Source: an optimization exercise on an open RTL-to-GDS flow (aim: small area and a short achievable clock period). Production flows keep margins and buffers that such runs may drop.
Where RTL was checked, it was by simulation tests only, not by an equivalence proof against the original.
Only the layout flow was run in run 5; the RTL was not checked for function there.
The flow treats the clock pin as an ideal source, which a real chip does not have.
No activity file was given, so power comes from the tool's default toggle rates.

===== design/flow/flow/run.sh =====
#!/bin/bash
# The standard layout (the standard.sh, standard synthesis unchanged) with two changes:
# - the resizer may pick any cell size, not only same-footprint ones;
# - before detailed placement, each output port's buffer is put next to its pin and the
#   register feeding it right behind the buffer (flow/pull_out_regs.tcl).
set -euo pipefail
export PRE_DETAIL_PLACE_TCL="$PWD/flow/pull_out_regs.tcl"
bash standard.sh MATCH_CELL_FOOTPRINT=0 PRE_DETAIL_PLACE_TCL="$PWD/flow/pull_out_regs.tcl" finish > standard_flow.log 2>&1

===== design/flow/flow/pull_out_regs.tcl =====
# Before detailed placement: put each output port's buffer next to its pin, and the
# flip-flop that feeds that buffer right behind it, so the register-to-port wire is short.
# Detailed placement then legalizes the moved cells.
set block [ord::get_db_block]
set core [$block getCoreArea]
set cx0 [$core xMin]; set cy0 [$core yMin]; set cx1 [$core xMax]; set cy1 [$core yMax]
set step 4000
set moved 0
proc clampv {v lo hi} { expr {$v < $lo ? $lo : ($v > $hi ? $hi : $v)} }
foreach bt [$block getBTerms] {
  if {[$bt getIoType] ne "OUTPUT"} continue
  set net [$bt getNet]
  if {$net eq "NULL"} continue
  set buf ""
  foreach it [$net getITerms] { if {[$it isOutputSignal]} { set buf [$it getInst] } }
  if {$buf eq ""} continue
  set flop ""
  foreach it [$buf getITerms] {
    if {![$it isInputSignal]} continue
    set n2 [$it getNet]
    if {$n2 eq "NULL"} continue
    foreach it2 [$n2 getITerms] {
      if {[$it2 isOutputSignal]} {
        set c [$it2 getInst]
        if {[string match "*__*df*" [[$c getMaster] getName]]} { set flop $c }
      }
    }
  }
  set bb [$bt getBBox]
  set px [expr {([$bb xMin] + [$bb xMax]) / 2}]
  set py [expr {([$bb yMin] + [$bb yMax]) / 2}]
  # inward direction from the nearest die edge
  set dx 0; set dy 0
  set dl [expr {$px - $cx0}]; set dr [expr {$cx1 - $px}]
  set db [expr {$py - $cy0}]; set dt [expr {$cy1 - $py}]
  set m [expr {min($dl, $dr, $db, $dt)}]
  if {$m == $dl} { set dx 1 } elseif {$m == $dr} { set dx -1 } elseif {$m == $db} { set dy 1 } else { set dy -1 }
  set bx [clampv $px $cx0 [expr {$cx1 - 10000}]]
  set by [clampv $py $cy0 [expr {$cy1 - 3000}]]
  $buf setLocation [expr {$bx + $dx * $step}] [expr {$by + $dy * $step}]
  if {$flop ne ""} {
    $flop setLocation [expr {$bx + $dx * 3 * $step}] [expr {$by + $dy * 3 * $step}]
    incr moved
  }
}
puts "pull_out_regs: moved $moved output registers next to their port buffers"

===== design/flow/standard.sh =====
#!/bin/bash
# synth_recipe.tcl (not shown) runs the flow's synth.tcl, then flattens the netlist and writes it again
# the make line also repeats each setting of config.mk as NAME=value (left out here)
make -C /OpenROAD-flow-scripts/flow DESIGN_CONFIG=/design/flow/config.mk WORK_HOME=/design/flow/orfs CLKGATE_MAP_FILE= SYNTH_SCRIPT=/design/flow/synth_recipe.tcl "${@:-finish}"

===== design/flow/config.mk =====
export PLATFORM = sky130hd
export DESIGN_NAME = fpga_host
export DESIGN_NICKNAME = fpga_host
export VERILOG_FILES = /design/flow/design.v
export SDC_FILE = /design/flow/constraint.sdc
export NUM_CORES = 4
export LEC_CHECK = 0
export ABC_CLOCK_PERIOD_IN_PS = 2100
export CAP_MARGIN = 20
export CORE_MARGIN = 2
export CORE_UTILIZATION = 72
export CTS_CLUSTER_DIAMETER = 80
export CTS_CLUSTER_SIZE = 24
export SETUP_SLACK_MARGIN = 2.05
export SLEW_MARGIN = 20

===== design/flow/constraint.sdc =====
create_clock -name core_clock -period 4.2 [get_ports {clk}]
set_input_delay 0.8400 -clock core_clock [delete_from_list [all_inputs] [get_ports {clk}]]
set_output_delay 0.8400 -clock core_clock [all_outputs]
set_load 0.01 [all_outputs]

===== design/flow/design.v =====
`default_nettype none
package fpga_host_pkg;
  localparam int CSR_DATA_W = 32;
  localparam int CSR_ADDR_W = 4;
  localparam int NBF_ADDR_W   = 64;
  localparam int NBF_DATA_W   = 64;
  localparam int NBF_OPCODE_W = 8;
  localparam int NBF_FLITS    = 5;
  localparam logic [CSR_ADDR_W-1:0] CSR_NBF            = 4'h0;
  localparam logic [CSR_ADDR_W-1:0] CSR_HOST_TO_BP     = 4'h4;
  localparam logic [CSR_ADDR_W-1:0] CSR_BP_TO_HOST_CNT = 4'h8;
  localparam logic [CSR_ADDR_W-1:0] CSR_BP_TO_HOST     = 4'hC;
  localparam logic [NBF_OPCODE_W-1:0] OP_WRITE32 = 8'h02;
  localparam logic [NBF_OPCODE_W-1:0] OP_WRITE64 = 8'h03;
  localparam logic [NBF_OPCODE_W-1:0] OP_FENCE   = 8'hFE;
  localparam logic [NBF_OPCODE_W-1:0] OP_FINISH  = 8'hFF;
  localparam logic [1:0] SIZE_32 = 2'd2;
  localparam logic [1:0] SIZE_64 = 2'd3;
  typedef logic [CSR_DATA_W-1:0] word_t;
  typedef struct packed {
    logic [NBF_OPCODE_W-1:0] opcode;
    logic [NBF_ADDR_W-1:0]   addr;
    logic [NBF_DATA_W-1:0]   data;
  } nbf_pkt_t;
endpackage
`default_nettype wire
`timescale 1ns/1ps
`default_nettype none
import fpga_host_pkg::*;
module fpga_host #(
  parameter int MMIO_ELS       = 16,
  parameter int NBF_MAX_WRITES = 4
) (
  input  wire                                   clk,
  input  wire                                   reset,
  input  wire                                   psel_i,
  input  wire                                   penable_i,
  input  wire                                   pwrite_i,
  input  wire [fpga_host_pkg::CSR_ADDR_W-1:0]   paddr_i,
  input  wire fpga_host_pkg::word_t             pwdata_i,
  output fpga_host_pkg::word_t                  prdata_o,
  output logic                                  pready_o,
  output logic                                  pslverr_o,
  output logic                                  wr_valid_o,
  input  wire                                   wr_ready_i,
  output logic [fpga_host_pkg::NBF_ADDR_W-1:0]  wr_addr_o,
  output logic [fpga_host_pkg::NBF_DATA_W-1:0]  wr_data_o,
  output logic [1:0]                            wr_size_o,
  input  wire                                   wr_done_i,
  output logic                                  bp_in_valid_o,
  input  wire                                   bp_in_ready_i,
  output fpga_host_pkg::word_t                  bp_in_data_o,
  input  wire                                   bp_out_valid_i,
  output logic                                  bp_out_ready_o,
  input  wire fpga_host_pkg::word_t             bp_out_data_i
);
  localparam int PKT_W = 2 + 4 * CSR_DATA_W;
  function automatic logic [4:0] inc5(input logic [4:0] c);
    inc5 = c ^ {&c[3:0], &c[2:0], &c[1:0], c[0], 1'b1};
  endfunction
  function automatic logic [4:0] dec5(input logic [4:0] c);
    dec5 = c ^ {~|c[3:0], ~|c[2:0], ~|c[1:0], ~c[0], 1'b1};
  endfunction
  logic setup, access;
  logic hit_nbf, hit_h2b, hit_cnt, hit_b2h;
  assign setup   = psel_i & ~penable_i;
  assign access  = psel_i &  penable_i;
  assign hit_nbf = (paddr_i == CSR_NBF);
  assign hit_h2b = (paddr_i == CSR_HOST_TO_BP);
  assign hit_cnt = (paddr_i == CSR_BP_TO_HOST_CNT);
  assign hit_b2h = (paddr_i == CSR_BP_TO_HOST);
  logic [4:0]      dsel_q;      
  logic            dfull_q;     
  logic [31:0]           dw_q [4];    
  logic [1:0]      dcls_q;
  logic            flit_fire;
  logic            pkt_fire;
  logic            dfull_n;
  logic            qfull_q;
  assign flit_fire = access & pwrite_i & hit_nbf & ~dfull_q;
  assign pkt_fire  = dfull_q & ~qfull_q;
  assign dfull_n   = ~reset & ((dfull_q & qfull_q) | (flit_fire & dsel_q[4]));
  always_ff @(posedge clk) begin
    if (reset) begin
      dsel_q  <= 5'b00001;
      dfull_q <= 1'b0;
    end else begin
      dfull_q <= dfull_n;
      if (flit_fire) dsel_q <= {dsel_q[3:0], dsel_q[4]};
    end
  end
  always_ff @(posedge clk) begin
    for (int k = 0; k < 4; k++) begin
      if (!dfull_q && dsel_q[k]) dw_q[k] <= pwdata_i;
    end
    if (!dfull_q && dsel_q[4]) begin
      dcls_q[1] <= (pwdata_i[7:0] == OP_WRITE32) | (pwdata_i[7:0] == OP_WRITE64);
      dcls_q[0] <= (pwdata_i[7:0] == OP_WRITE64) | (pwdata_i[7:0] == OP_FENCE);
    end
  end
  logic [PKT_W-1:0] qmem [16];
  logic [3:0]       qwr_q;
  logic [15:0]      qwe_q;      
  logic [4:0]       qcnt_q;
  logic             qne_q;
  logic             q_pop;
  logic [PKT_W-1:0] qhead;
  logic [15:0]      qrd_oh_q;   
  logic [1:0]       hcls_q;     
  logic [1:0]       ncls;       
  always_ff @(posedge clk) begin
    for (int i = 0; i < 16; i++) begin
      if (qwe_q[i]) qmem[i] <= {dcls_q, dw_q[3], dw_q[2], dw_q[1], dw_q[0]};
    end
  end
  always_comb begin
    qhead = '0;
    for (int i = 0; i < 16; i++) qhead = qhead | (qmem[i] & {PKT_W{qrd_oh_q[i]}});
  end
  always_comb begin
    ncls = '0;
    for (int i = 0; i < 16; i++) ncls = ncls | (qmem[i][PKT_W-1:PKT_W-2] & {2{qrd_oh_q[(i+15)%16]}});
  end
  always_ff @(posedge clk) begin
    if (q_pop) begin
      hcls_q <= (qcnt_q != 5'd1) ? ncls : dcls_q;
    end else if (!qne_q) begin
      hcls_q <= dcls_q;
    end
  end
  always_ff @(posedge clk) begin
    if (reset) begin
      qwr_q   <= '0;
      qwe_q   <= 16'd1;
      qrd_oh_q <= 16'd1;
      qcnt_q  <= '0;
      qne_q   <= 1'b0;
      qfull_q <= 1'b0;
    end else begin
      if (pkt_fire) qwr_q <= qwr_q + 1'b1;
      for (int i = 0; i < 16; i++) begin
        qwe_q[i] <= (pkt_fire ? (qwr_q == 4'((i + 15) % 16)) : (qwr_q == 4'(i))) &
                    ~(pkt_fire & ~q_pop & (qcnt_q == 5'd15)) & ~(qfull_q & ~q_pop);
      end
      if (q_pop) qrd_oh_q <= {qrd_oh_q[14:0], qrd_oh_q[15]};
      case ({pkt_fire, q_pop})
        2'b10: begin
          qcnt_q  <= inc5(qcnt_q);
          qne_q   <= 1'b1;
          qfull_q <= (qcnt_q == 5'd15);
        end
        2'b01: begin
          qcnt_q  <= dec5(qcnt_q);
          qne_q   <= (qcnt_q != 5'd1);
          qfull_q <= 1'b0;
        end
        default: ;
      endcase
    end
  end
  logic [2:0] cred_q;
  logic       w64_q;
  logic       launch, retire, can_issue, drained, load_wr;
  logic       h_wr, h_x;
  assign h_wr = hcls_q[1];
  assign h_x  = hcls_q[0];
  assign launch    = wr_valid_o & wr_ready_i;
  assign retire    = wr_done_i & (cred_q != 3'd0);
  assign can_issue = ~wr_valid_o & ~cred_q[2];
  assign drained   = ~wr_valid_o & (cred_q == 3'd0);
  assign load_wr   = qne_q & h_wr & can_issue;
  assign q_pop     = qne_q & (h_wr ? can_issue : (~h_x | drained));
  always_ff @(posedge clk) begin
    if (reset) begin
      wr_valid_o <= 1'b0;
    end else if (load_wr) begin
      wr_valid_o <= 1'b1;
    end else if (launch) begin
      wr_valid_o <= 1'b0;
    end
  end
  always_ff @(posedge clk) begin
    if (!wr_valid_o) begin
      wr_addr_o          <= qhead[4*CSR_DATA_W-1:2*CSR_DATA_W];
      wr_data_o[31:0]    <= qhead[CSR_DATA_W-1:0];
      wr_data_o[63:32]   <= h_x ? qhead[2*CSR_DATA_W-1:CSR_DATA_W] : qhead[CSR_DATA_W-1:0];
      w64_q              <= h_x;
    end
  end
  assign wr_size_o = {1'b1, w64_q};
  always_ff @(posedge clk) begin
    if (reset) begin
      cred_q <= '0;
    end else begin
      case ({launch, retire})
        2'b10:   cred_q <= cred_q + 1'b1;
        2'b01:   cred_q <= cred_q - 1'b1;
        default: ;
      endcase
    end
  end
  logic [31:0]      hmem [15];
  logic [3:0] hwr_q;
  logic [14:0] hwe_q;      
  logic [14:0] hrd_oh_q;   
  logic [4:0] hcnt_q;
  logic       hfull_q;
  logic       hfull_n;
  logic       h_one_q;     
  logic       h_push, h_pop, h_one, h_from_in, h_from_ring, h_ring_push;
  logic [31:0]      hring_head;
  assign h_push      = access & pwrite_i & hit_h2b & ~hfull_q;
  assign h_pop       = bp_in_ready_i & bp_in_valid_o;
  assign h_one       = h_one_q;
  assign h_from_in   = h_push & (~bp_in_valid_o | (h_one & h_pop));
  assign h_from_ring = h_pop & ~h_one;
  assign h_ring_push = h_push & ~h_from_in;
  assign hfull_n     = ~reset & ((hfull_q & ~h_pop) | ((hcnt_q == 5'd15) & h_push & ~h_pop));
  always_comb begin
    hring_head = '0;
    for (int i = 0; i < 15; i++) hring_head = hring_head | (hmem[i] & {CSR_DATA_W{hrd_oh_q[i]}});
  end
  always_ff @(posedge clk) begin
    for (int i = 0; i < 15; i++) begin
      if (hwe_q[i]) hmem[i] <= pwdata_i;
    end
    if (h_from_in || h_from_ring) begin
      bp_in_data_o <= (!bp_in_valid_o || h_one_q) ? pwdata_i : hring_head;
    end
  end
  always_ff @(posedge clk) begin
    if (reset) begin
      hwr_q         <= '0;
      hwe_q         <= 15'd1;
      hrd_oh_q      <= 15'd1;
      hcnt_q        <= '0;
      h_one_q       <= 1'b0;
      bp_in_valid_o <= 1'b0;
      hfull_q       <= 1'b0;
    end else begin
      if (h_ring_push) hwr_q <= (hwr_q == 4'd14) ? 4'd0 : hwr_q + 1'b1;
      for (int i = 0; i < 15; i++) begin
        hwe_q[i] <= (h_ring_push ? (hwr_q == 4'((i + 14) % 15)) : (hwr_q == 4'(i))) & ~hfull_n;
      end
      if (h_from_ring) hrd_oh_q <= {hrd_oh_q[13:0], hrd_oh_q[14]};
      hfull_q <= hfull_n;
      case ({h_push, h_pop})
        2'b10: begin
          hcnt_q        <= inc5(hcnt_q);
          h_one_q       <= ~bp_in_valid_o;
          bp_in_valid_o <= 1'b1;
        end
        2'b01: begin
          hcnt_q        <= dec5(hcnt_q);
          h_one_q       <= (hcnt_q == 5'd2);
          bp_in_valid_o <= ~h_one;
        end
        default: ;
      endcase
    end
  end
  logic [31:0]      bmem [16];
  logic [3:0] bwr_q;
  logic [15:0] bwe_q;      
  logic [15:0] brd_oh_q;   
  logic [4:0] bcnt_q;
  logic       bne_q;
  logic       b_push, b_pop;
  logic [31:0]      bhead;
  assign b_push = bp_out_valid_i & bp_out_ready_o;
  assign b_pop  = setup & ~pwrite_i & hit_b2h & bne_q;
  always_ff @(posedge clk) begin
    for (int i = 0; i < 16; i++) begin
      if (bwe_q[i]) bmem[i] <= bp_out_data_i;
    end
  end
  always_comb begin
    bhead = '0;
    for (int i = 0; i < 16; i++) bhead = bhead | (bmem[i] & {CSR_DATA_W{brd_oh_q[i]}});
  end
  always_ff @(posedge clk) begin
    if (reset) begin
      bwr_q          <= '0;
      bwe_q          <= 16'd1;
      brd_oh_q       <= 16'd1;
      bcnt_q         <= '0;
      bne_q          <= 1'b0;
      bp_out_ready_o <= 1'b1;
    end else begin
      if (b_push) bwr_q <= bwr_q + 1'b1;
      for (int i = 0; i < 16; i++) begin
        bwe_q[i] <= (b_push ? (bwr_q == 4'((i + 15) % 16)) : (bwr_q == 4'(i))) &
                    ~(b_push & ~b_pop & (bcnt_q == 5'd15)) & ~(~bp_out_ready_o & ~b_pop);
      end
      if (b_pop)  brd_oh_q <= {brd_oh_q[14:0], brd_oh_q[15]};
      case ({b_push, b_pop})
        2'b10: begin
          bcnt_q         <= inc5(bcnt_q);
          bne_q          <= 1'b1;
          bp_out_ready_o <= (bcnt_q != 5'd15);
        end
        2'b01: begin
          bcnt_q         <= dec5(bcnt_q);
          bne_q          <= (bcnt_q != 5'd1);
          bp_out_ready_o <= 1'b1;
        end
        default: ;
      endcase
    end
  end
  always_ff @(posedge clk) begin
    pready_o  <= ~(pwrite_i & ((hit_nbf & dfull_n) | (hit_h2b & hfull_n)));
    pslverr_o <= ~(hit_nbf | hit_h2b | hit_cnt | hit_b2h) | (pwrite_i & (hit_cnt | hit_b2h));
    if (pwrite_i) begin
      prdata_o <= '0;
    end else if (hit_cnt) begin
      prdata_o <= CSR_DATA_W'(bcnt_q);
    end else if (hit_b2h && bne_q) begin
      prdata_o <= bhead;
    end else begin
      prdata_o <= '0;
    end
  end
endmodule
`default_nettype wire

==> flow_summary.yaml, run 1 <==
synth:
  netlist.top_cell.by_area: "edfxtp_1"
  synth_cell_types: 59
  async_reset_ff_share_pct: 0
  avgSynthCellArea_um2: 19.8
  ys_warn_count: 5
  synth_top_cell_area_share_pct: 81.2
  seq_area_frac_synth_pct: 84.0
  synthFlopType: "edfxtp_1"
  synthCells: 6287
  syn_area_um2: 124000
  ys_ff_latch: 3537
  yosys-top-cells-area: "edfxtp_1, a22o_1, a221oi_1"
  syn_nets: 6379
  synth-edff-count: 3365
setup_path:
  critPathLaunchType: "flop"
  critPathMaxStageDelay_ns: 0.43
  path_max_fanout: 1
  crit_buf_inv: 1
  cp-end-kind: "primary output"
  critical_path_arrival_ns: 1.46
  criticalPathCategory: "reg -> out"
  crit_family: "flip-flops"
  crit_required_ns: 3.36
  crit_chain: "clkbuf_2"
  slowest_stage: "edfxtp_1"
clock_tree:
  cts_sinks: 3537
  cts-buffers-inserted: 165
  clkLatencyLatePin_ns: 0.87
  h-tree-depth: 4
  path_clk_slew_ns: 0.10
  cts_buffer_depth: 3
  hold_buffers: 0
  cts_root_buf: "clkbuf_16"
  cts_tree: "yes"
min_path:
  min_path_type: "in -> reg"
floorplanning:
  die-area_um2: 176000
  rows: 152
  core_um2: 172000
  die_h_um: 420
  start_util_pct: 72.5
  design.portCount: 276
  die_x_um: 420
route:
  dr.pass1.iters: 6
  drcViolationCount: 0
  drt_iter0_drc: 11461
  viasPerCell: 7.74
  ant_nets: 0
  wl_um: 355000
  vias: 69988
  wl_per_cell_um: 39.2
layout:
  area_growth_pct: 10.1
  final_common_cell: "edfxtp_1"
  stdcell_count: 9046
  final_cell_mix: "edfxtp_1, a22o_1, a221oi_1, buf_4, clkbuf_16"
  drive_above_1_share_pct: 14.4
  fillCellCount: 8681
  seqCellArea_um2: 105000
  multi_input_area_um2: 18700
  nNetsFinal: 6742
sta:
  fin_ws_ns: 1.90
  rsz0062_at_grt: "true"
  relSlewSlack_pct: 18.7
  tns_ns: 0
  setup_viol: 0
  drv_slew: 0
  final_hold_viol_count: 0
  finClkSkew_ns: 0.0266
  fin_crit_sh_pct: 54.8
  fin_crit_ns: 2.30
  fmax_ghz: 0.434
  tightest_slew_ns: 1.22
grt:
  grt_util_all_layers_pct: 40.2
  grt_pass1_wl_um: 490000
  antenna_found_initial: 26
  grt_max_degree: 86
  overflow: 0
  grt_pass1_vias: 67063
power_and_ir_drop:
  ir_drop_mv: 0.566
  p_per_area_nw_per_um2: 469
  finalPower_mw: 64.2
  p_leak_nw: 42.9
outcome:
  status: "complete, no violations"
place:
  dpl.cell_count: 8646
  dp_hpwl_um: 173000
  io_buffers: 274
  gp_congestion: 0.805
  place_ws_ns: 0.510
run:
  cap_violations: 0
-- logic make-up after synthesis --
logic type	share of synthesized area, %
xor+xnor	0.148
other cells	0.00301
fa+ha+maj	0.157
compound gates	11.4
buf+inv	1.35
mux	0.646
simple gates	2.32
flops	84.0
-- final cells by class --
class                   count  area share (%)
repair buffers            615            4.22
well taps                2310            2.11
clock buffers             236            3.37
diodes                     13          0.0238
flip-flops and latches   3537            76.5
multi-input cells        2309            13.7
inverters                  22          0.0749
clock inverters             4          0.0210
-- final timing paths --
kind                      start             to  slack, ns  cells past startpoint
hold reg to reg       dsel_q[4]      dsel_q[4]       0.49                      2
setup reg to reg   qrd_oh_q[14]   wr_addr_o[3]       2.00                      6
setup / recovery  wr_data_o[43]  wr_data_o[43]       1.90                      1
hold / removal       paddr_i[1]      pslverr_o       0.17                      2
-- routing by layer --
| metal | track usage, % | routed length [um] |
|---|---|---|
| met2 | 63.7 | 169000 |
| met1 | 55.4 | 119000 |
| met5 | 0 | 110 |
| met4 | 18.0 | 17600 |
| met3 | 7.74 | 48900 |
-- metrics by stage --
stage               hold slack (ns)  utilization (%)  area [um^2]
detailed placement            0.469             76.3       131000
finish                        0.165             79.8       137000
floorplan                     0.445                -       125000
global route                  0.151             79.8       137000
global placement              0.461             76.2       131000
CTS                           0.190             79.4       136000
-- synthesized netlist by cell type (all sizes together) (6+ instances only) --
library cell     n
nand3           44
o22a            33
mux2i           42
or3              8
inv             20
nand4          172
nand2           65
nor2b           10
a22o           685
and4            28
nor3            36
mux2            34
a22oi          160
xnor2           12
a21oi           78
or4b             6
o21ai           14
nor2            94
dfxtp          172
ha              14
a221oi         680
nor4            13
nand2b          10
a31oi            6
clkbuf         354
buf             65
xor2             9
edfxtp        3365
-- where the power goes --
| group | switching, mW | total [mW] | internal [mW] |
|---|---|---|---|
| combinational | 4.10 | 6.65 | 2.54 |
| clock | 10.2 | 17.8 | 7.65 |
| sequential | 0.450 | 39.7 | 39.3 |
| total | 14.7 | 64.2 | 49.5 |
-- flip-flops by register name, summed over array words and instances (netlist names), 3 cells and up --
register / count
qmem: 2080
bmem: 512
hmem: 480
dw_q: 128
wr_addr_o: 64
wr_data_o: 64
bp_in_data_o: 32
prdata_o: 32
brd_oh_q: 16
bwe_q: 16
qrd_oh_q: 16
qwe_q: 16
hrd_oh_q: 15
hwe_q: 15
bcnt_q: 5
dsel_q: 5
hcnt_q: 5
qcnt_q: 5
bwr_q: 4
hwr_q: 4
qwr_q: 4
cred_q: 3
-- timing repair --
| item | CTS | global route |
|---|---|---|
| setup endpoints to repair | 484 | 307 |
| hold endpoints to repair | 0 | 0 |
| gates cloned | 8 | 2 |
| gates resized for setup | 542 | 85 |
| buffers inserted | 95 | 42 |
| pin swaps | 38 | 32 |
==> inputs of run 2 (changes only) <==
--- a/design/flow/config.mk
+++ b/design/flow/config.mk
@@ -8,7 +8,7 @@
 export ABC_CLOCK_PERIOD_IN_PS = 2100
 export CAP_MARGIN = 20
 export CORE_MARGIN = 2
-export CORE_UTILIZATION = 72
+export CORE_UTILIZATION = 65
 export CTS_CLUSTER_DIAMETER = 80
 export CTS_CLUSTER_SIZE = 24
 export SETUP_SLACK_MARGIN = 2.05
==> run 2 against run 1 <==
- register-to-register slack about the same
- non-clock buffer count is 8 higher
- sequential share of layout area shrank 0.27 points
- utilization decreased by 7.6 points
- design area up 0.34%
- area after synthesis unchanged
- critical path depth did not move
- clock skew up 0.0071 ns
- highest routed layer unchanged
==> flow_summary.yaml, run 2 <==
floorplanning:
  rows: 160
  die-area_um2: 195000
  start_util_pct: 65.4
  core_um2: 190000
  design.portCount: 276
  die_h_um: 441
  die_x_um: 441
synth:
  synth_common_cells: "edfxtp_1, a22o_1, a221oi_1, clkbuf_1"
  seq_area_frac_synth_pct: 84.0
  syn_area_um2: 124000
  synthFlopType: "edfxtp_1"
  synth_cell_types: 59
  avgSynthCellArea_um2: 19.8
  syn_nets: 6379
  yosys-top-cells-area: "edfxtp_1, a22o_1, a221oi_1"
  async_reset_ff_share_pct: 0
  synth_top_cell_area_share_pct: 81.2
  synthCells: 6287
  yosysMostFrequentCell: "edfxtp_1"
  ys_warn_count: 5
  ys_ff_latch: 3537
  synth-edff-count: 3365
  netlist.top_cell.by_area: "edfxtp_1"
clock_tree:
  cts_root_buf: "clkbuf_16"
  clkLatencyLatePin_ns: 0.87
  cts_tree: "yes"
  cts-buffers-inserted: 166
  h-tree-depth: 4
  hold_buffers: 0
  cts_buffer_depth: 3
  path_clk_slew_ns: 0.09
  cts_sinks: 3537
layout:
  final_cell_mix: "edfxtp_1, a22o_1, a221oi_1, buf_4, clkbuf_16"
  largest_reg_flops: 2080
  nNetsFinal: 6752
  fin_util_pct: 72.2
  reg_top3: "qmem: 2080 flops, bmem: 512 flops, hmem: 480 flops"
  drive_above_1_share_pct: 14.5
  fillCellCount: 11357
  area_growth_pct: 10.4
  final_common_cell: "edfxtp_1"
  largest_register: "qmem"
grt:
  grt_pass1_wl_um: 503000
  antenna_found_initial: 36
  grt_pass1_vias: 66318
  grt_util_all_layers_pct: 37.1
  grt_max_degree: 91
  overflow: 0
route:
  viasPerCell: 7.48
  drcViolationCount: 0
  vias: 69287
  wl_per_cell_um: 39.1
  ant_nets: 0
  wl_um: 363000
  drt_iter0_drc: 10034
  dr.pass1.iters: 7
min_path:
  whs_path_depth: 2
  hp-start: "paddr_i[0]"
  min_path_type: "in -> reg"
sta:
  final_hold_viol_count: 0
  finClkSkew_ns: 0.0337
  fmax_ghz: 0.435
  setup_viol: 0
  rsz0062_at_grt: "true"
  fin_crit_ns: 2.30
  relSlewSlack_pct: 15.9
  tightest_slew_ns: 1.26
  tns_ns: 0
  fin_crit_sh_pct: 54.8
  drv_slew: 0
setup_path:
  rrSetupSlack_ns: 1.99
  critPathLaunch: "wr_data_o[42]"
  critPathMaxStageDelay_ns: 0.44
  r2r_start: "hcls_q[1]"
  crit_required_ns: 3.36
  slowest_stage: "edfxtp_1"
  crit_buf_inv: 1
  cp-end-kind: "primary output"
  critical_path_arrival_ns: 1.46
  crit_chain: "buf_6"
  criticalPathCategory: "reg -> out"
  critPathLaunchType: "flop"
  reg2reg_depth: 10
  path_max_fanout: 1
  crit_family: "flip-flops"
  cp.depth: 1
place:
  gp_congestion: 0.782
  io_buffers: 274
  dp_hpwl_um: 175000
power_and_ir_drop:
  p_switching_mw: 14.8
  p_clk_share_pct: 27.9
  p_int_mw: 49.5
  p_sw_share_pct: 23.0
  p_per_area_nw_per_um2: 469
  seqPwrFrac_pct: 61.7
  finalPower_mw: 64.4
  p_leak_nw: 43.0
  combPwrFrac_pct: 10.4
  ir_drop_mv: 0.501
run:
  cap_violations: 0
outcome:
  status: "complete, no violations"
==> run 2: layout make-up <==
class                      instances  area (um^2)  area share [%]
multi-input combinational       2310        18800            13.7
inverter                          22          103          0.0747
sequential                      3537       105000            76.2
tap                             2511         3140            2.29
clock buffer                     234         4570            3.33
antenna                           18         45.0          0.0328
timing repair buffer             623         5910            4.30
clock inverter                    10         91.3          0.0665
==> run 2: final timing paths <==
| path | end |
|---|---|
| min | pslverr_o |
| max reg2reg | qcnt_q[4] |
| max | wr_data_o[42] |
| min reg2reg | dsel_q[4] |
==> run 2: per-stage QoR <==
| stage | worst slack [ns] | hold WS, ns | std cells | cell area [um^2] |
|---|---|---|---|---|
| finish | 1.90 | 0.189 | 9265 | 137000 |
| global route | 1.88 | 0.174 | 9251 | 137000 |
| CTS | 1.85 | 0.255 | 9211 | 137000 |
| detailed placement | 0.523 | 0.476 | 8859 | 131000 |
| global placement | 0.605 | 0.460 | 8859 | 131000 |
| floorplan | 1.10 | 0.445 | 6287 | 125000 |
==> run 2: timing repair <==
| action | 4_1_cts | 5_1_grt |
|---|---|---|
| resized for setup | 526 | 99 |
| cloned | 7 | 3 |
| endpoints found under the setup margin | 461 | 283 |
| pin swaps | 29 | 34 |
| setup buffers | 101 | 32 |
==> run 2: per-layer routing <==
| metal | up-vias | share of wire (%) | GRT usage, % |
|---|---|---|---|
| li1 | 27386 | - | - |
| met1 | 36407 | 37 | 53.3 |
| met2 | 4820 | 48 | 59.4 |
| met3 | 658 | 12 | 6.15 |
| met4 | 16 | 3.8 | 11.9 |
| met5 | - | 0.029 | 0 |
==> run 2: power by group through the flow <==
stage                     sequential (mW)  combinational, mW  clock, mW
after CTS                            39.7               6.37       18.1
after detailed placement             40.8               5.96          0
after global placement               41.1               5.44          0
after floorplan                      40.7               2.56          0
after global routing                 39.8               6.88       19.2
final                                39.7               6.68       18.0
==> run 2: logic make-up (layout without fill, tap and decap cells) <==
logic type	after synthesis	in the layout	share of synthesized area (%)
flops	3537	3537	84.0
compound gates	1680	1681	11.4
simple gates	516	516	2.32
buf+inv	441	889	1.35
mux	76	76	0.646
xor+xnor	21	21	0.148
fa+ha+maj	15	15	0.157
other cells	1	19	0.00301
==> run 2: worst reg2reg max path, stage by stage (launching register included) <==
cell and delay [ns]:
edfxtp_1 0.47, buf_6 0.16, nor3b_4 0.20, a31oi_4 0.06, buf_12 0.16, clkinv_4 0.04
ha_4 0.15, or4b_4 0.49, o22ai_2 0.16, xnor2_1 0.13, nor2_1 0.05
==> inputs of run 3 (changes only) <==
==> design/flow/flow/run.sh (replaced) <==
#!/bin/bash
set -euo pipefail
export PRE_DETAIL_PLACE_TCL="$PWD/flow/pull_out_regs.tcl"
bash standard.sh MATCH_CELL_FOOTPRINT=0 PRE_DETAIL_PLACE_TCL="$PWD/flow/pull_out_regs.tcl" "CTS_ARGS=-sink_clustering_enable -repair_clock_nets -sink_clustering_size 24 -sink_clustering_max_diameter 80 -apply_ndr full" finish > standard_flow.log 2>&1
==> run 3 against run 2 <==
- still clean
- clock power about the same
- die area unchanged
- setup slack unchanged
- combinational power about the same
- first-iteration DRC count unchanged
- register-to-register slack about the same
- non-clock buffer count unchanged
- count of clock-buffer cells in the layout unchanged
- utilization unchanged
==> flow_summary.yaml, run 3 <==
run:
  cap_violations: 0
layout:
  drive_above_1_share_pct: 14.5
  final_cell_mix: "edfxtp_1, a22o_1, a221oi_1, buf_4, clkbuf_16"
  finalInstanceArea_um2: 137000
  area_growth_pct: 10.4
  final_common_cell: "edfxtp_1"
  largest_reg_flops: 2080
  reg_top3: "qmem: 2080 flops, bmem: 512 flops, hmem: 480 flops"
  stdcell_count: 9265
  nNetsFinal: 6752
  largest_register: "qmem"
clock_tree:
  cts_buffer_depth: 3
  cts_root_buf: "clkbuf_16"
  path_clk_slew_ns: 0.09
  cts_sinks: 3537
  hold_buffers: 0
  cts-buffers-inserted: 166
  clkLatencyLatePin_ns: 0.87
  h-tree-depth: 4
  cts_tree: "yes"
route:
  ant_nets: 0
  dr.pass1.iters: 7
  wl_um: 363000
  wl_per_cell_um: 39.1
  drcViolationCount: 0
  viasPerCell: 7.48
  vias: 69287
  drt_iter0_drc: 10034
grt:
  grt_pass1_wl_um: 503000
  grt_util_all_layers_pct: 37.1
  antenna_found_initial: 36
  grt_pass1_vias: 66318
  overflow: 0
  grt_max_degree: 91
place:
  placed_cell_area_um2: 131000
  gp_congestion: 0.782
  io_buffers: 274
  place_ws_ns: 0.523
  dp_hpwl_um: 175000
  dpl.cell_count: 8859
power_and_ir_drop:
  p_int_mw: 49.5
  combPwrFrac_pct: 10.4
  p_sw_share_pct: 23.0
  p_clk_share_pct: 27.9
  p_leak_nw: 43.0
  finalPower_mw: 64.4
  ir_drop_mv: 0.501
  seqPwrFrac_pct: 61.7
  p_per_area_nw_per_um2: 469
  p_switching_mw: 14.8
setup_path:
  path_max_fanout: 1
  critPathMaxStageDelay_ns: 0.44
  critical_path_arrival_ns: 1.46
  crit_required_ns: 3.36
  criticalPathCategory: "reg -> out"
  cp-end-kind: "primary output"
  slowest_stage: "edfxtp_1"
  rrSetupSlack_ns: 1.99
  critPathLaunchType: "flop"
  crit_buf_inv: 1
  crit_chain: "buf_6"
  crit_family: "flip-flops"
synth:
  synthFlopType: "edfxtp_1"
  syn_area_um2: 124000
  synth-edff-count: 3365
  avgSynthCellArea_um2: 19.8
  synth_cell_types: 59
  async_reset_ff_share_pct: 0
  ys_warn_count: 5
  seq_area_frac_synth_pct: 84.0
  synthCells: 6287
  yosysMostFrequentCell: "edfxtp_1"
  yosys-top-cells-area: "edfxtp_1, a22o_1, a221oi_1"
  synth_top_cell_area_share_pct: 81.2
  netlist.top_cell.by_area: "edfxtp_1"
  ys_ff_latch: 3537
  synth_common_cells: "edfxtp_1, a22o_1, a221oi_1, clkbuf_1"
  syn_nets: 6379
sta:
  setup_viol: 0
  fin_ws_ns: 1.90
  final_hold_viol_count: 0
  fin_crit_ns: 2.30
  relSlewSlack_pct: 15.9
  tightest_slew_ns: 1.26
  rsz0062_at_grt: "true"
  tns_ns: 0
  fin_crit_sh_pct: 54.8
  finClkSkew_ns: 0.0337
  drv_slew: 0
  fmax_ghz: 0.435
floorplanning:
  rows: 160
  die_x_um: 441
  design.portCount: 276
  die_h_um: 441
  die-area_um2: 195000
  core_um2: 190000
  start_util_pct: 65.4
outcome:
  status: "complete, no violations"
min_path:
  min_path_type: "in -> reg"
run 3: cell counts after synthesis:
No cell type changed its count.
run 3: cell families (layout without fill, tap and decap cells):
kind of cell	Yosys count	in the layout	share of synthesized area (%)
AOI/OAI and AO/OA	1680	1681	11.4
xor gates and xnor gates	21	21	0.148
adders and majority gates	15	15	0.157
buffers and inverters	441	889	1.35
DFF	3537	3537	84.0
muxes	76	76	0.646
other	1	19	0.00301
and+or+nand+nor	516	516	2.32
run 3: layout make-up:
type	instances	area, um^2
Tap cell	2511	3140
Sequential cell	3537	105000
Clock inverter	10	91.3
Timing Repair Buffer	623	5910
Inverter	22	103
Antenna cell	18	45.0
Clock buffer	234	4570
Multi-Input combinational cell	2310	18800
Fill cell	11357	52800
run 3: repair_timing:
action	4_1_cts	5_1_grt
cloned	7	3
endpoints found under the setup margin	461	283
resized for setup	526	99
pin swaps	29	34
buffers inserted	101	32
run 3: worst paths after layout:
kind              cells past startpoint           from             to
setup / recovery                      1  wr_data_o[42]  wr_data_o[42]
hold / removal                        2     paddr_i[0]      pslverr_o
setup reg to reg                     10      hcls_q[1]      qcnt_q[4]
hold reg to reg                       2      dsel_q[4]      dsel_q[4]
run 3: worst reg2reg max path, delay by kind of cell, from the launching register on:
kind	cells	cell delay, ns
compound gates	2	0.22
xor+xnor	1	0.13
fa+ha+maj	1	0.15
buf+inv	3	0.36
flops	1	0.47
simple gates	3	0.74
run 3: power groups by stage:
| stage | logic (mW) | registers [mW] | clock network (mW) |
|---|---|---|---|
| after floorplan | 2.56 | 40.7 | 0 |
| after global placement | 5.44 | 41.1 | 0 |
| after detailed placement | 5.96 | 40.8 | 0 |
| after CTS | 6.37 | 39.7 | 18.1 |
| after global routing | 6.88 | 39.8 | 19.2 |
| final | 6.68 | 39.7 | 18.0 |
run 3: per-layer routing:
| layer | GRT usage [%] | vias to the layer above | share of wire (%) |
|---|---|---|---|
| li1 | - | 27386 | - |
| met1 | 53.3 | 36407 | 37 |
| met2 | 59.4 | 4820 | 48 |
| met3 | 6.15 | 658 | 12 |
| met4 | 11.9 | 16 | 3.8 |
| met5 | 0 | - | 0.029 |
run 3: per-stage QoR:
| step | util, % | hold WS [ns] |
|---|---|---|
| 4_1_cts | 71.8 | 0.255 |
| 3_5_place_dp | 69.0 | 0.476 |
| 5_1_grt | 72.2 | 0.174 |
| 2_1_floorplan | - | 0.445 |
| 3_3_place_gp | 69.0 | 0.460 |
| 6_report | 72.2 | 0.189 |
==> inputs of run 4 (changes only) <==
==> design/flow/flow/run.sh (replaced) <==
#!/bin/bash
# The standard layout (the standard.sh, with the standard synthesis unchanged) with:
# - port buffers of a plain buffer cell (buf_4) instead of the one buffer_ports picks;
# - the resizer free to pick any cell size, not only same-footprint ones;
# - before detailed placement, each output port's buffer next to its pin and the register
#   feeding it right behind the buffer (flow/pull_out_regs.tcl);
# - after clock tree synthesis, the clock root buffer split into four, each driving one
#   quadrant of the tree, then legalization and another timing repair (flow/post_cts.tcl).
set -euo pipefail
F="$PWD/flow"
export PRE_DETAIL_PLACE_TCL="$F/pull_out_regs.tcl"
export POST_CTS_TCL="$F/post_cts.tcl"
bash standard.sh MATCH_CELL_FOOTPRINT=0 "BUFFER_PORTS_ARGS=-buffer_cell sky130_fd_sc_hd__buf_4" \
  PRE_DETAIL_PLACE_TCL="$F/pull_out_regs.tcl" POST_CTS_TCL="$F/post_cts.tcl" finish > standard_flow.log 2>&1
==> design/flow/flow/post_cts.tcl (new file) <==
# After clock tree synthesis: split the clock root buffer (flow/split_root.tcl), legalize the
# new buffers, and repair timing again on the faster clock tree.
source [file join [file dirname [info script]] split_root.tcl]
global_connect
detailed_placement
estimate_parasitics -placement
repair_timing_helper
detailed_placement
check_placement -verbose
estimate_parasitics -placement
report_clock_latency
report_worst_slack
==> design/flow/flow/split_root.tcl (new file) <==
# Split the clock root buffer into four, one per quadrant of its loads, all driven by the
# clock port, so the first clock stage drives a quarter of the load each.
set block [ord::get_db_block]
set root [$block findInst clkbuf_0_clk]
if {$root ne "NULL"} {
  set clknet [[$root findITerm A] getNet]
  set rnet [[$root findITerm X] getNet]
  set master [$root getMaster]
  set loads {}
  foreach it [$rnet getITerms] { if {[$it isInputSignal]} { lappend loads $it } }
  set rx 0; set ry 0
  foreach it $loads { set l [[$it getInst] getLocation]; set rx [expr {$rx + [lindex $l 0]}]; set ry [expr {$ry + [lindex $l 1]}] }
  set n [llength $loads]
  set cx [expr {$rx / $n}]; set cy [expr {$ry / $n}]
  array set grp {}
  foreach it $loads {
    set l [[$it getInst] getLocation]
    set q [expr {([lindex $l 0] >= $cx ? 1 : 0) + ([lindex $l 1] >= $cy ? 2 : 0)}]
    lappend grp($q) $it
  }
  set k 0
  foreach q [lsort [array names grp]] {
    if {$k == 0} {
      set b $root; set net $rnet
    } else {
      set b [odb::dbInst_create $block $master "clkbuf_0_clk_split$k"]
      set net [odb::dbNet_create $block "clknet_0_clk_split$k"]
      $net setSigType CLOCK
      [$b findITerm A] connect $clknet
      [$b findITerm X] connect $net
    }
    set sx 0; set sy 0
    foreach it $grp($q) {
      if {$k != 0} { $it disconnect; $it connect $net }
      set l [[$it getInst] getLocation]; set sx [expr {$sx + [lindex $l 0]}]; set sy [expr {$sy + [lindex $l 1]}]
    }
    set m [llength $grp($q)]
    $b setLocation [expr {$sx / $m}] [expr {$sy / $m}]
    $b setPlacementStatus PLACED
    incr k
  }
  puts "split_root: clock root split into $k buffers"
}
==> run 4 against run 3 <==
- still clean on timing, DRC and antenna
- global-route usage shrank 0.25 points
- area after synthesis unchanged
- sequential share of layout area is 0.31 points lower
- combinational power increased by 6.3%
- utilization grew 0.30 points
- clock skew increased by 0.0020 ns
- synthesized cell count is the same
- setup slack worse by 0.050 ns
- design area increased by 0.41%
- critical path type is now in -> reg
- critical endpoint is now bwe_q[15]
==> flow_summary.yaml, run 4 <==
power_and_ir_drop:
  p_per_area_nw_per_um2: 471
  p_switching_mw: 14.9
  finalPower_mw: 65.0
  p_int_mw: 50.1
  seqPwrFrac_pct: 61.3
  p_sw_share_pct: 23.0
  ir_drop_mv: 0.397
  p_leak_nw: 43.2
  p_clk_share_pct: 27.8
  combPwrFrac_pct: 10.9
floorplanning:
  rows: 160
  design.portCount: 276
  die-area_um2: 195000
  start_util_pct: 65.4
  core_um2: 190000
  die_x_um: 441
  die_h_um: 441
route:
  ant_nets: 0
  vias: 69237
  dr.pass1.iters: 6
  drcViolationCount: 0
  drt_iter0_drc: 9937
  wl_per_cell_um: 39.3
  viasPerCell: 7.49
  wl_um: 363000
synth:
  yosysMostFrequentCell: "edfxtp_1"
  syn_area_um2: 124000
  synth_compound_area_share_pct: 11.4
  synth-edff-count: 3365
  synthFlopType: "edfxtp_1"
  synthSimpleGateAreaFrac_pct: 2.32
  async_reset_ff_share_pct: 0
  ys_ff_latch: 3537
  synthAdderAreaFrac_pct: 0.157
  synth_cell_types: 59
  syn_nets: 6379
  synth_top_family_by_area: "compound AO/OA/AOI/OAI gates"
  synth_xor_area_share_pct: 0.148
  synthCells: 6287
  yosys-top-cells-area: "edfxtp_1, a22o_1, a221oi_1"
  avgSynthCellArea_um2: 19.8
  ys_warn_count: 5
  synthMuxAreaShare_pct: 0.646
  netlist.top_cell.by_area: "edfxtp_1"
  synth_top_cell_area_share_pct: 81.2
  seq_area_frac_synth_pct: 84.0
  synth_common_cells: "edfxtp_1, a22o_1, a221oi_1, clkbuf_1"
place:
  dp_hpwl_um: 173000
  gp_congestion: 0.793
  io_buffers: 274
  dpl.cell_count: 8830
grt:
  overflow: 0
  antenna_found_initial: 24
  grt_util_all_layers_pct: 36.9
  grt_max_degree: 80
  grt_pass1_vias: 65616
  grt-busiest-layer: "met2"
  use_met1_pct: 53.5
  grt_pass1_wl_um: 500000
  met2_usage_pct: 59.1
  met3_usage_pct: 6.24
setup_path:
  reg2reg_depth: 9
  path_max_fanout: 7
  criticalPathCategory: "in -> reg"
  crit_required_ns: 4.73
  rrSetupSlack_ns: 1.99
  r2r-end: "bwe_q[15]"
  critPathLaunch: "paddr_i[0]"
  cp-end-kind: "flop"
  r2r_start: "bp_out_ready_o"
  critPathLaunchType: "primary input"
  cp-endpoint: "bwe_q[15]"
  critical_path_arrival_ns: 2.88
sta:
  setup_viol: 0
  drv_slew: 0
  fin_crit_ns: 2.35
  tightest_slew_ns: 1.21
  final_hold_viol_count: 0
  tns_ns: 0
  finClkSkew_ns: 0.0357
  relSlewSlack_pct: 19.4
  fmax_ghz: 0.425
  rsz0062_at_grt: "true"
  fin_crit_sh_pct: 56.0
layout:
  fin_util_pct: 72.5
  largest_register: "qmem"
  nNetsFinal: 6725
  reg_top3: "qmem: 2080 flops, bmem: 512 flops, hmem: 480 flops"
  stdcell_count: 9242
  final_cell_mix: "edfxtp_1, a22o_1, a221oi_1, buf_4, buf_6"
  drive_above_1_share_pct: 15.3
  fillCellCount: 11201
  final_common_cell: "edfxtp_1"
  area_growth_pct: 10.9
  largest_reg_flops: 2080
run:
  cap_violations: 0
clock_tree:
  cts_sinks: 3537
  cts_tree: "yes"
  path_clk_slew_ns: 0.09
  clkLatencyLatePin_ns: 0.62
min_path:
  min_path_type: "in -> reg"
outcome:
  status: "complete, no violations"
==> run 4: worst max-delay path: stages <==
cell and delay, ns:
buf_8 0.10, or4b_4 0.55, nor4_4 0.26, buf_4 0.20, clkinv_4 0.05, ha_4 0.14
nand3b_1 0.09, o211ai_1 0.14, buf_4 0.23, buf_4 0.16, nor3_4 0.11
==> run 4: layout make-up, without the clock buffers <==
class	count	area, um^2	share of cell area (%)
Sequential cell	3537	105000	75.9
Multi-Input combinational cell	2309	18800	13.6
Timing Repair Buffer	593	6390	4.63
Tap cell	2511	3140	2.28
Clock inverter	16	179	0.130
Inverter	22	98.8	0.0717
Buffer	3	75.1	0.0544
Antenna cell	18	45.0	0.0327
Timing Repair inverter	1	5.00	0.00363
==> run 4: power groups by stage <==
stage                     sequential, mW  clock (mW)  combinational [mW]
final                               39.9        18.1                7.10
after global routing                39.9        19.3                7.29
after detailed placement            40.7           0                5.77
after global placement              41.1           0                5.22
after floorplan                     40.7           0                2.56
==> run 4: worst min-delay path by stage <==
stage	from	end	slack, ns	cells after the start
global placement	dsel_q[4]	dsel_q[4]	0.46	2
floorplan	dsel_q[1]	dsel_q[1]	0.44	2
detailed placement	hrd_oh_q[14]	hrd_oh_q[14]	0.47	2
global route	paddr_i[1]	pslverr_o	0.44	2
finish	paddr_i[1]	pslverr_o	0.45	2
==> run 4: kinds of logic (layout without fill, tap and decap cells) <==
family	after synthesis	in the layout
DFF	3537	3537
xor gates and xnor gates	21	21
muxes	76	76
and+or+nand+nor	516	516
buffers and inverters	441	867
adders and majority gates	15	15
other	1	19
AOI/OAI and AO/OA	1680	1680
==> run 4: stage by stage <==
| stage | setup slack, ns | cell area (um^2) | hold WS, ns |
|---|---|---|---|
| after detailed placement | 0.875 | 130000 | 0.470 |
| after global routing | 1.75 | 138000 | 0.444 |
| after global placement | 0.954 | 130000 | 0.460 |
| final | 1.85 | 138000 | 0.451 |
| after floorplan | 1.10 | 125000 | 0.445 |
==> run 4: layer usage <==
layer | share of wire [%] | vias to the layer above
met5 | 0.026 | -
met4 | 3.3 | 14
met3 | 12 | 606
met2 | 48 | 4794
met1 | 37 | 36476
li1 | - | 27347
==> inputs of run 5 (changes only) <==
--- a/design/flow/design.v
+++ b/design/flow/design.v
@@ -55,12 +55,6 @@
   input  wire fpga_host_pkg::word_t             bp_out_data_i
 );
   localparam int PKT_W = 2 + 4 * CSR_DATA_W;
-  function automatic logic [4:0] inc5(input logic [4:0] c);
-    inc5 = c ^ {&c[3:0], &c[2:0], &c[1:0], c[0], 1'b1};
-  endfunction
-  function automatic logic [4:0] dec5(input logic [4:0] c);
-    dec5 = c ^ {~|c[3:0], ~|c[2:0], ~|c[1:0], ~c[0], 1'b1};
-  endfunction
   logic setup, access;
   logic hit_nbf, hit_h2b, hit_cnt, hit_b2h;
   assign setup   = psel_i & ~penable_i;
@@ -139,18 +133,18 @@
     end else begin
       if (pkt_fire) qwr_q <= qwr_q + 1'b1;
       for (int i = 0; i < 16; i++) begin
-        qwe_q[i] <= (pkt_fire ? (qwr_q == 4'((i + 15) % 16)) : (qwr_q == 4'(i))) &
+        qwe_q[i] <= ((pkt_fire ? qwr_q + 1'b1 : qwr_q) == 4'(i)) &
                     ~(pkt_fire & ~q_pop & (qcnt_q == 5'd15)) & ~(qfull_q & ~q_pop);
       end
       if (q_pop) qrd_oh_q <= {qrd_oh_q[14:0], qrd_oh_q[15]};
       case ({pkt_fire, q_pop})
         2'b10: begin
-          qcnt_q  <= inc5(qcnt_q);
+          qcnt_q  <= qcnt_q + 1'b1;
           qne_q   <= 1'b1;
           qfull_q <= (qcnt_q == 5'd15);
         end
         2'b01: begin
-          qcnt_q  <= dec5(qcnt_q);
+          qcnt_q  <= qcnt_q - 1'b1;
           qne_q   <= (qcnt_q != 5'd1);
           qfull_q <= 1'b0;
         end
@@ -199,23 +193,26 @@
       endcase
     end
   end
-  logic [31:0]      hmem [15];
-  logic [3:0] hwr_q;
+  logic [31:0] hmem [15];
+  logic [3:0]  hwr_q;
   logic [14:0] hwe_q;      
   logic [14:0] hrd_oh_q;   
-  logic [4:0] hcnt_q;
-  logic       hfull_q;
-  logic       hfull_n;
-  logic       h_one_q;     
-  logic       h_push, h_pop, h_one, h_from_in, h_from_ring, h_ring_push;
-  logic [31:0]      hring_head;
+  logic [15:0] hth_q;      
+  logic [15:0] hth_n;
+  logic        hfull_q, hfull_n;
+  logic        h_push, h_pop, h_up, h_dn, h_one, h_from_in, h_from_ring, h_ring_push;
+  logic [31:0] hring_head;
+  assign hfull_q     = hth_q[15];
   assign h_push      = access & pwrite_i & hit_h2b & ~hfull_q;
   assign h_pop       = bp_in_ready_i & bp_in_valid_o;
-  assign h_one       = h_one_q;
+  assign h_up        = h_push & ~h_pop;
+  assign h_dn        = h_pop & ~h_push;
+  assign h_one       = hth_q[0] & ~hth_q[1];
   assign h_from_in   = h_push & (~bp_in_valid_o | (h_one & h_pop));
   assign h_from_ring = h_pop & ~h_one;
   assign h_ring_push = h_push & ~h_from_in;
-  assign hfull_n     = ~reset & ((hfull_q & ~h_pop) | ((hcnt_q == 5'd15) & h_push & ~h_pop));
+  assign hth_n       = reset ? '0 : h_up ? {hth_q[14:0], 1'b1} : h_dn ? {1'b0, hth_q[15:1]} : hth_q;
+  assign hfull_n     = hth_n[15];
   always_comb begin
     hring_head = '0;
     for (int i = 0; i < 15; i++) hring_head = hring_head | (hmem[i] & {CSR_DATA_W{hrd_oh_q[i]}});
@@ -225,50 +222,46 @@
       if (hwe_q[i]) hmem[i] <= pwdata_i;
     end
     if (h_from_in || h_from_ring) begin
-      bp_in_data_o <= (!bp_in_valid_o || h_one_q) ? pwdata_i : hring_head;
+      bp_in_data_o <= (!bp_in_valid_o || h_one) ? pwdata_i : hring_head;
     end
   end
   always_ff @(posedge clk) begin
+    hth_q         <= hth_n;
+    bp_in_valid_o <= hth_n[0];
     if (reset) begin
       hwr_q         <= '0;
       hwe_q         <= 15'd1;
       hrd_oh_q      <= 15'd1;
-      hcnt_q        <= '0;
-      h_one_q       <= 1'b0;
-      bp_in_valid_o <= 1'b0;
-      hfull_q       <= 1'b0;
     end else begin
       if (h_ring_push) hwr_q <= (hwr_q == 4'd14) ? 4'd0 : hwr_q + 1'b1;
       for (int i = 0; i < 15; i++) begin
         hwe_q[i] <= (h_ring_push ? (hwr_q == 4'((i + 14) % 15)) : (hwr_q == 4'(i))) & ~hfull_n;
       end
       if (h_from_ring) hrd_oh_q <= {hrd_oh_q[13:0], hrd_oh_q[14]};
-      hfull_q <= hfull_n;
-      case ({h_push, h_pop})
-        2'b10: begin
-          hcnt_q        <= inc5(hcnt_q);
-          h_one_q       <= ~bp_in_valid_o;
-          bp_in_valid_o <= 1'b1;
-        end
-        2'b01: begin
-          hcnt_q        <= dec5(hcnt_q);
-          h_one_q       <= (hcnt_q == 5'd2);
-          bp_in_valid_o <= ~h_one;
-        end
-        default: ;
-      endcase
     end
   end
-  logic [31:0]      bmem [16];
-  logic [3:0] bwr_q;
+  logic [31:0] bmem [16];
+  logic [3:0]  bwr_q;
   logic [15:0] bwe_q;      
   logic [15:0] brd_oh_q;   
-  logic [4:0] bcnt_q;
-  logic       bne_q;
-  logic       b_push, b_pop;
-  logic [31:0]      bhead;
+  logic [15:0] bth_q;      
+  logic [15:0] bth_n;
+  logic [4:0]  bcnt;
+  logic        bne_q;
+  logic        b_push, b_pop, b_up, b_dn;
+  logic [31:0] bhead;
+  assign bne_q  = bth_q[0];
   assign b_push = bp_out_valid_i & bp_out_ready_o;
   assign b_pop  = setup & ~pwrite_i & hit_b2h & bne_q;
+  assign b_up   = b_push & ~b_pop;
+  assign b_dn   = b_pop & ~b_push;
+  assign bth_n  = reset ? '0 : b_up ? {bth_q[14:0], 1'b1} : b_dn ? {1'b0, bth_q[15:1]} : bth_q;
+  always_comb begin
+    bcnt = '0;
+    for (int k = 0; k < 16; k++) begin
+      if (bth_q[k]) bcnt = 5'(k + 1);
+    end
+  end
   always_ff @(posedge clk) begin
     for (int i = 0; i < 16; i++) begin
       if (bwe_q[i]) bmem[i] <= bp_out_data_i;
@@ -279,33 +272,18 @@
     for (int i = 0; i < 16; i++) bhead = bhead | (bmem[i] & {CSR_DATA_W{brd_oh_q[i]}});
   end
   always_ff @(posedge clk) begin
+    bth_q          <= bth_n;
+    bp_out_ready_o <= ~bth_n[15];
     if (reset) begin
       bwr_q          <= '0;
       bwe_q          <= 16'd1;
       brd_oh_q       <= 16'd1;
-      bcnt_q         <= '0;
-      bne_q          <= 1'b0;
-      bp_out_ready_o <= 1'b1;
     end else begin
       if (b_push) bwr_q <= bwr_q + 1'b1;
       for (int i = 0; i < 16; i++) begin
-        bwe_q[i] <= (b_push ? (bwr_q == 4'((i + 15) % 16)) : (bwr_q == 4'(i))) &
-                    ~(b_push & ~b_pop & (bcnt_q == 5'd15)) & ~(~bp_out_ready_o & ~b_pop);
+        bwe_q[i] <= (b_push ? (bwr_q == 4'((i + 15) % 16)) : (bwr_q == 4'(i))) & ~bth_n[15];
       end
       if (b_pop)  brd_oh_q <= {brd_oh_q[14:0], brd_oh_q[15]};
-      case ({b_push, b_pop})
-        2'b10: begin
-          bcnt_q         <= inc5(bcnt_q);
-          bne_q          <= 1'b1;
-          bp_out_ready_o <= (bcnt_q != 5'd15);
-        end
-        2'b01: begin
-          bcnt_q         <= dec5(bcnt_q);
-          bne_q          <= (bcnt_q != 5'd1);
-          bp_out_ready_o <= 1'b1;
-        end
-        default: ;
-      endcase
     end
   end
   always_ff @(posedge clk) begin
@@ -314,7 +292,7 @@
     if (pwrite_i) begin
       prdata_o <= '0;
     end else if (hit_cnt) begin
-      prdata_o <= CSR_DATA_W'(bcnt_q);
+      prdata_o <= CSR_DATA_W'(bcnt);
     end else if (hit_b2h && bne_q) begin
       prdata_o <= bhead;
     end else begin
==> run 5 against run 4 <==
- largest cell class unchanged
- clock power is essentially flat
- design area grew 0.49%
- critical path type unchanged
- setup slack gained 0.12 ns
- wire length shrank 0.16%
- still clean
==> flow_summary.yaml, run 5 <==
power_and_ir_drop:
  ir_drop_mv: 0.373
  p_leak_nw: 43.4
  p_per_area_nw_per_um2: 470
synth:
  synthCells: 6453
  synthFlopType: "edfxtp_1"
  yosys-top-cells-area: "edfxtp_1, a221oi_1, a22o_1"
  netlist.top_cell.by_area: "edfxtp_1"
  seq_area_frac_synth_pct: 83.6
  synth_cell_types: 76
  ys_warn_count: 5
  avgSynthCellArea_um2: 19.4
  synth_common_cells: "edfxtp_1, a221oi_1, a22o_1, clkbuf_1, dfxtp_1"
  synth_top_cell_area_share_pct: 80.5
  syn_area_um2: 125000
  synth-edff-count: 3365
  yosysMostFrequentCell: "edfxtp_1"
  syn_nets: 6547
  ys_ff_latch: 3555
  async_reset_ff_share_pct: 0
layout:
  finalInstanceArea_um2: 139000
  nNetsFinal: 6861
  largest_register: "qmem"
  largest_reg_flops: 2080
  drive_above_1_share_pct: 14.1
  reg_top3: "qmem: 2080 flops, bmem: 512 flops, hmem: 480 flops"
  final_cell_mix: "edfxtp_1, a22o_1, a221oi_1, buf_4, buf_6"
  area_growth_pct: 10.4
  final_common_cell: "edfxtp_1"
route:
  vias: 69842
  wl_um: 363000
  drcViolationCount: 0
  wl_per_cell_um: 38.6
  viasPerCell: 7.43
  ant_nets: 0
  dr.pass1.iters: 8
  drt_iter0_drc: 10643
setup_path:
  path_max_fanout: 32
  crit_chain: "buf_8, or4b_4, buf_4, or2_1, buf_4, nor2_1"
  crit_top_cell: "buf_4"
  critical_path_arrival_ns: 2.66
  reg2reg_depth: 3
  r2r-end: "wr_addr_o[16]"
  criticalPathCategory: "in -> reg"
  rrSetupSlack_ns: 2.02
  cp-end-kind: "flop"
  crit_required_ns: 4.64
  slowest_stage: "or4b_4"
  r2r_start: "qrd_oh_q[8]"
  critPathLaunchType: "primary input"
  critPathMaxStageDelay_ns: 0.56
sta:
  finClkSkew_ns: 0.0373
  tns_ns: 0
  fin_crit_ns: 2.23
  relSlewSlack_pct: 21.6
  worst_hold_slack_ns: 0.467
  fmax_ghz: 0.449
  tightest_slew_ns: 1.18
  rsz0062_at_grt: "true"
  drv_slew: 0
  setup_viol: 0
  final_hold_viol_count: 0
  fin_crit_sh_pct: 53.0
grt:
  grt_pass1_wl_um: 503000
  overflow: 0
  grt_util_all_layers_pct: 36.4
  grt_pass1_vias: 66682
  grt_max_degree: 75
  antenna_found_initial: 32
min_path:
  hp-start: "paddr_i[0]"
  min_to: "pslverr_o"
  min_path_type: "in -> reg"
  whs_path_depth: 3
place:
  gp_congestion: 0.779
  io_buffers: 274
  dp_hpwl_um: 173000
  placed_cell_area_um2: 131000
floorplanning:
  start_util_pct: 65.3
  core_um2: 192000
  die_h_um: 443
  die_x_um: 443
  die-area_um2: 197000
  design.portCount: 276
  rows: 161
clock_tree:
  cts_tree: "yes"
  clkLatencyLatePin_ns: 0.61
  cts_sinks: 3555
  path_clk_slew_ns: 0.10
run:
  cap_violations: 0
outcome:
  status: "complete, no violations"
-- run 5: cell count changes after synthesis, moves of 18 or more --
cell      before  now
nor2_1        94  152
a21oi_1       78  125
buf_1         57   35
nor3_1        36   14
nand3b_1       5   29
nand2_1       65   92
dfxtp_1      172  190
buf_2          4   31
-- run 5: power by group --
group	switching [mW]	total [mW]	internal (mW)	leakage, nW
logic	3.93	6.93	3.00	8.63
registers	0.561	40.0	39.4	32.4
clock network	10.3	18.2	7.89	2.30
total	14.8	65.1	50.3	43.4
-- run 5: logic make-up (layout without fill, tap and decap cells) --
group	Yosys count	after routing	synth area share (%)
AOI/OAI and AO/OA	1742	1742	11.6
xor gates and xnor gates	11	11	0.0768
adders and majority gates	17	17	0.175
buffers and inverters	461	866	1.44
DFF	3555	3555	83.6
muxes	73	73	0.619
other	1	23	0.00299
and+or+nand+nor	593	593	2.58
-- run 5: through the flow --
| stage | power [mW] | util (%) | setup slack (ns) | cells |
|---|---|---|---|---|
| global placement | 46.3 | 68.3 | 1.04 | 8999 |
| finish | 65.1 | 72.1 | 1.97 | 9406 |
| global route | 66.6 | 72.1 | 1.88 | 9390 |
| detailed placement | 46.5 | 68.3 | 0.995 | 9000 |
| floorplan | 43.4 | - | 1.41 | 6453 |
-- run 5: worst max-delay path by stage --
stage                     startpoint  cells after the start  slack [ns]           end
after detailed placement    pwrite_i                      8         1.0      bwe_q[2]
after global placement      pwrite_i                      9        1.04      bwe_q[1]
after floorplan             pwrite_i                     10        1.41      bwe_q[1]
after global routing      paddr_i[0]                     10        1.88      bwe_q[3]
final                     paddr_i[0]                      6        1.97  prdata_o[19]
-- run 5: area by class of cell, without the clock buffers --
| type | count | area, um^2 |
|---|---|---|
| Sequential cell | 3555 | 105000 |
| Fill cell | 11494 | 53600 |
| Multi-Input combinational cell | 2437 | 19100 |
| Timing Repair Buffer | 574 | 6270 |
| Tap cell | 2526 | 3160 |
| Inverter | 30 | 124 |
| Buffer | 3 | 75.1 |
| Clock inverter | 5 | 61.3 |
| Antenna cell | 22 | 55.1 |
-- run 5: per-layer routing --
| layer | GRT usage (%) | routed length [um] | vias to the layer above |
|---|---|---|---|
| met4 | 10.7 | 12900 | 18 |
| met3 | 5.62 | 41000 | 622 |
| met1 | 51.8 | 132000 | 36632 |
| met2 | 59.3 | 177000 | 4746 |
| li1 | - | - | 27824 |
| met5 | 0 | 132 | - |
-- run 5: critical path, delay by kind of cell --
kind | cells | cell delay, ns
buffers and inverters | 3 | 0.53
AND/OR/NAND/NOR | 3 | 1.22

## afterwards: timing with drivers on the ports
No port has a modelled driver above. Below, the same layouts with a new extraction and two added sets of constraints. Step 1: set_driving_cell puts a clkbuf_16 on clk and a buf_2 on each other input, an assumption about the parent block. Step 2 also shifts input and output timing later by t, the mid clock arrival at the registers, as if the neighbouring blocks saw the same clock. Slacks: ideal / step 1 / step 2; pairs: ideal / step 1.
| run | t (ns) | setup slack, ns | hold slack, ns | latest minus earliest clock arrival (ns) |
|---|---|---|---|---|
| run 1 | 0.945 | 1.897 / 1.812 / 1.124 | 0.165 / 0.132 / 0.486 | 0.031 / 0.031 |
| run 2 | 0.946 | 1.899 / 1.805 / 1.156 | 0.189 / 0.146 / 0.486 | 0.035 / 0.034 |
| run 3 | 0.946 | 1.899 / 1.805 / 1.156 | 0.189 / 0.146 / 0.486 | 0.035 / 0.034 |
| run 4 | 0.794 | 1.849 / 1.962 / 1.214 | 0.451 / 0.291 / 0.486 | 0.041 / 0.040 |
| run 5 | 0.789 | 1.973 / 1.952 / 1.342 | 0.467 / 0.321 / 0.518 | 0.042 / 0.042 |
After both steps every run listed still meets setup and hold. For run 1, which loses most, drivers alone change the setup slack by -0.085 ns; drivers and shift together by -0.773 ns.
